Context: an optimization exercise on an open-source flow, tuned for small area, a short achievable clock period and few clock cycles per item. The choices shown serve that exercise and are no tape-out recipe.
RTL that was checked went through simulation tests only; none was proved equivalent to the original.
Power is estimated from default activity; no workload was simulated.

==> flow/design.v (excerpt) <==
module exec_unit (
    input  logic        clk,
    input  logic        rst_n,
    input  logic        cyc,
    input  logic        stb,
    input  logic        we,
    input  logic [2:0]  adr,
    input  logic [31:0] dat_w,
    output logic [31:0] dat_r,
    output logic        ack
);
Size: about 2200 cells after synthesis, about 73 I/O pins.
make LEC_CHECK=0 CAP_MARGIN=20 CORE_MARGIN=2 CORE_UTILIZATION=50 SETUP_SLACK_MARGIN=3.2 SLEW_MARGIN=20 finish   # period 7.0 ns
run.sh (not shown) runs the stock make flow with config.mk's settings and CLKGATE_MAP_FILE= SYNTH_SCRIPT=/design/flow/synth_recipe.tcl, a recipe that flattens the netlist after the stock synthesis.
The first run completed without violations.
Testbench counts at the start, summed over its fixed seeds: cycles 20,703, ops 2,400.
Rerun with:
Settings changed: CORE_UTILIZATION 50 to 40, SETUP_SLACK_MARGIN 3.2 to 2.8.
The new run went through all stages and came out clean; final area fell by 2.3%; setup slack gets worse by 0.11 ns; routed wire length hardly moves; synthesized cell count is unchanged; register-to-register slack gets worse by 0.34 ns; core utilization fell by 12 points; clock power fell by about 6%; first-iteration DRC count fell by 1.0%; count of clock-buffer cells in the layout does not change.
Rerun with:
Settings changed: CORE_UTILIZATION 40 to 60, SETUP_SLACK_MARGIN 2.8 to 3.0.
Clock-buffer cell count drops by 2.
Worst setup slack gains 0.19 ns.
Routed wire length went down by 1.2%.
Rerun with:
Settings changed: CORE_UTILIZATION 60 to 40.
Cell count climbs by 8.8%.
Setup slack is worse by 0.053 ns.
Power drops by 6.6%.
Die area rose by 49%.
Count of clock-buffer cells in the layout rises by 1.
Core utilization falls by 22 points.
Wire length is about the same.
Register-to-register slack gets worse by 0.03 ns.
Rerun with:
Settings changed: CORE_UTILIZATION 40 to 50.
What happened:
- utilization went up by 11 points
- setup slack improves by 0.077 ns
- worst hold slack improved by 0.0060 ns
- clock skew went up by 0.0034 ns
- global-route usage came out higher by 7.5 points
- combinational power rose by about 3%
Rerun with:
Settings changed: CORE_UTILIZATION 50 to 40, SETUP_SLACK_MARGIN 3.0 to 3.3.
=> Total power drops by 4.7%; area after synthesis stays the same; routed wire length grows by 8.5%; non-clock buffer count climbs by 61; first-iteration DRC count grows by 29%; worst hold slack degrades by 0.0084 ns.

---

exec_unit, a different RTL version from the one above (not shown whole).
For scale: about 2300 cells after synthesis, roughly 240 flip-flops, ~73 I/O pins.
Settings: LEC_CHECK=0, CAP_MARGIN=20, CORE_MARGIN=2, CORE_UTILIZATION=60, SETUP_SLACK_MARGIN=3.0, SLEW_MARGIN=20; clock period 7.0 ns.
The first run finished with timing, DRC and antenna clean.
Rerun with:
--- a/flow/config.mk
+++ b/flow/config.mk
@@ -10 +10 @@
-export CORE_UTILIZATION = 60
+export CORE_UTILIZATION = 40
Result: Final cell count rose by 8.6%; global-route usage fell by 12 points; synthesized area does not change; non-clock buffer count rises by 16; via count is lower by 1.4%; fmax shrinks by 2.8%.
Function was not checked in any run of this note: the RTL went through the layout flow alone.

---

Setup of run A:
Another version of the RTL of exec_unit (not shown whole).
Size: roughly 2200 cells after synthesis, about 220 flip-flops, ~19000 µm² of cells after synthesis.
==> flow/config.mk <==
export PLATFORM = sky130hd
export DESIGN_NAME = exec_unit
export DESIGN_NICKNAME = exec_unit
export VERILOG_FILES = /design/flow/design.v
export SDC_FILE = /design/flow/constraint.sdc
export NUM_CORES = 4
export LEC_CHECK = 0
export CAP_MARGIN = 20
export CORE_MARGIN = 2
export CORE_UTILIZATION = 40
export SLEW_MARGIN = 20
==> flow/constraint.sdc <==
create_clock -name core_clock -period 7.0 [get_ports {clk}]
set_input_delay 1.4000 -clock core_clock [delete_from_list [all_inputs] [get_ports {clk}]]
set_output_delay 1.4000 -clock core_clock [all_outputs]
set_load 0.01 [all_outputs]
Run A: PASS, flow complete, no timing, DRC or antenna violations
[inputs] run B vs run A
# run A
export LEC_CHECK = 0
export CAP_MARGIN = 20
export CORE_MARGIN = 2
export CORE_UTILIZATION = 40
export SLEW_MARGIN = 20
create_clock -name core_clock -period 7.0 [get_ports {clk}]
# run B
export LEC_CHECK = 0
export CAP_MARGIN = 20
export CORE_MARGIN = 2
export CORE_UTILIZATION = 40
export SETUP_SLACK_MARGIN = 3.2
export SLEW_MARGIN = 20
create_clock -name core_clock -period 7.0 [get_ports {clk}]
Notes after the runs:
A slowest cell on the critical path of sky130_fd_sc_hd__clkdlybuf4s50_1 is what run A shows, while sky130_fd_sc_hd__edfxtp_1 belongs to run B. The standard cells in run B occupy more silicon area than those in run A do. Static leakage for run B is higher than for run A. Run B against run A: share of the synthesized netlist area taken by xor and xnor gates barely changed, total power barely changed. HPWL after detailed placement (run B over run A): increase, 180 µm. Data required time at the worst endpoint, run A and run B: higher on run B.
Input changes introduced in run C (baseline for comparison: run B):
# run B
export LEC_CHECK = 0
export CAP_MARGIN = 20
export CORE_MARGIN = 2
export CORE_UTILIZATION = 40
export SETUP_SLACK_MARGIN = 3.2
export SLEW_MARGIN = 20
create_clock -name core_clock -period 7.0 [get_ports {clk}]
# run C
export LEC_CHECK = 0
export CAP_MARGIN = 20
export CORE_MARGIN = 2
export CORE_UTILIZATION = 40
export SETUP_SLACK_MARGIN = 2.5
export SLEW_MARGIN = 20
create_clock -name core_clock -period 7.0 [get_ports {clk}]
On number of buffers inserted by port buffering, run B tracks run C almost exactly. Summary of run C over run B: worst clock skew has increased, ratio of cells with drive above 1 in the final layout has decreased, overall global routing resource usage has decreased, combinational cell fraction of total power has decreased, power after layout has increased. Going from run B to run C, number of logic stages on the critical path including buffering went down, part of the power in the clock network went up. Compared with run B, in run C switching share of power went down 2.2 points; total negative setup slack shows no meaningful change. STATUS standby leakage power: run C wins against run B.
## Diff of input files: run D against run C
# run C
export LEC_CHECK = 0
export CAP_MARGIN = 20
export CORE_MARGIN = 2
export CORE_UTILIZATION = 40
export SETUP_SLACK_MARGIN = 2.5
export SLEW_MARGIN = 20
create_clock -name core_clock -period 7.0 [get_ports {clk}]
# run D
export LEC_CHECK = 0
export CAP_MARGIN = 20
export CORE_MARGIN = 2
export CORE_UTILIZATION = 40
export SETUP_SLACK_MARGIN = 4.0
export SLEW_MARGIN = 20
create_clock -name core_clock -period 7.0 [get_ports {clk}]
--- outcome ---
For run C, the type of the worst setup path was in -> out, unlike run D, where it was reg -> reg. In run D the critical path depth turned out 13 higher than in run C. Run D vs run C on number of setup buffers added after CTS: run D is the higher one. Looking at top routing layer in use, the met4 result is from run D; the met5 one comes from run C. Maximum achievable frequency (run D vs. run C) decreases by a few percent. The higher clock buffer and inverter area fraction after layout of run D and run C is in run C. Delta(met3 layer usage reported by global route, run D - run C) > 0. Row power density over the cells: run D lower / run C higher. The run with more setup slack is run C; run D has less.
Function was not checked in any run of this note: the RTL went through the layout flow alone.

==> separate check: timing with driven ports <==
How much do the figures lean on ideal ports? The routed layouts below were timed once more, with nothing changed but the port constraints.
Step 1 assumes that a clkbuf_16 drives the clock port and a buf_2 every other input.
Step 2 moves the port delays by t, midway between the first and last clock arrival at a register: inputs arrive t later, outputs are due t later. That takes back most of the time a late clock gives input paths.
Slacks: no drivers / after step 1 / after step 2; pairs: no drivers / after step 1.
| run | t (ns) | setup WS [ns] | cell pins on the clock port's net |
|---|---|---|---|
| the first run of note 1 | 0.617 | 2.941 / 2.874 / 2.654 | 1 |
| the second run of note 1 | 0.616 | 2.833 / 2.795 / 2.286 | 1 |
| the third run of note 1 | 0.619 | 3.021 / 2.958 / 2.439 | 1 |
| the fourth run of note 1 | 0.615 | 2.967 / 2.974 / 2.371 | 1 |
| the fifth run of note 1 | 0.617 | 3.044 / 2.955 / 2.568 | 1 |
| the sixth run of note 1 | 0.615 | 2.907 / 2.840 / 2.682 | 1 |
| the first run of note 2 | 0.619 | 3.001 / 2.936 / 2.427 | 1 |
| the second run of note 2 | 0.627 | 2.885 / 2.826 / 2.488 | 1 |
| run A | 0.637 | 1.565 / 1.542 / 1.360 | 1 |
| run B | 0.620 | 2.481 / 2.481 / 2.481 | 1 |
| run C | 0.621 | 2.548 / 2.525 / 2.064 | 1 |
| run D | 0.614 | 2.402 / 2.402 / 2.402 | 1 |
After both steps every run listed still meets setup and hold. The setup slack of the fourth run of note 1, which loses most, moves by +0.007 ns with the drivers and by -0.596 ns with both steps.
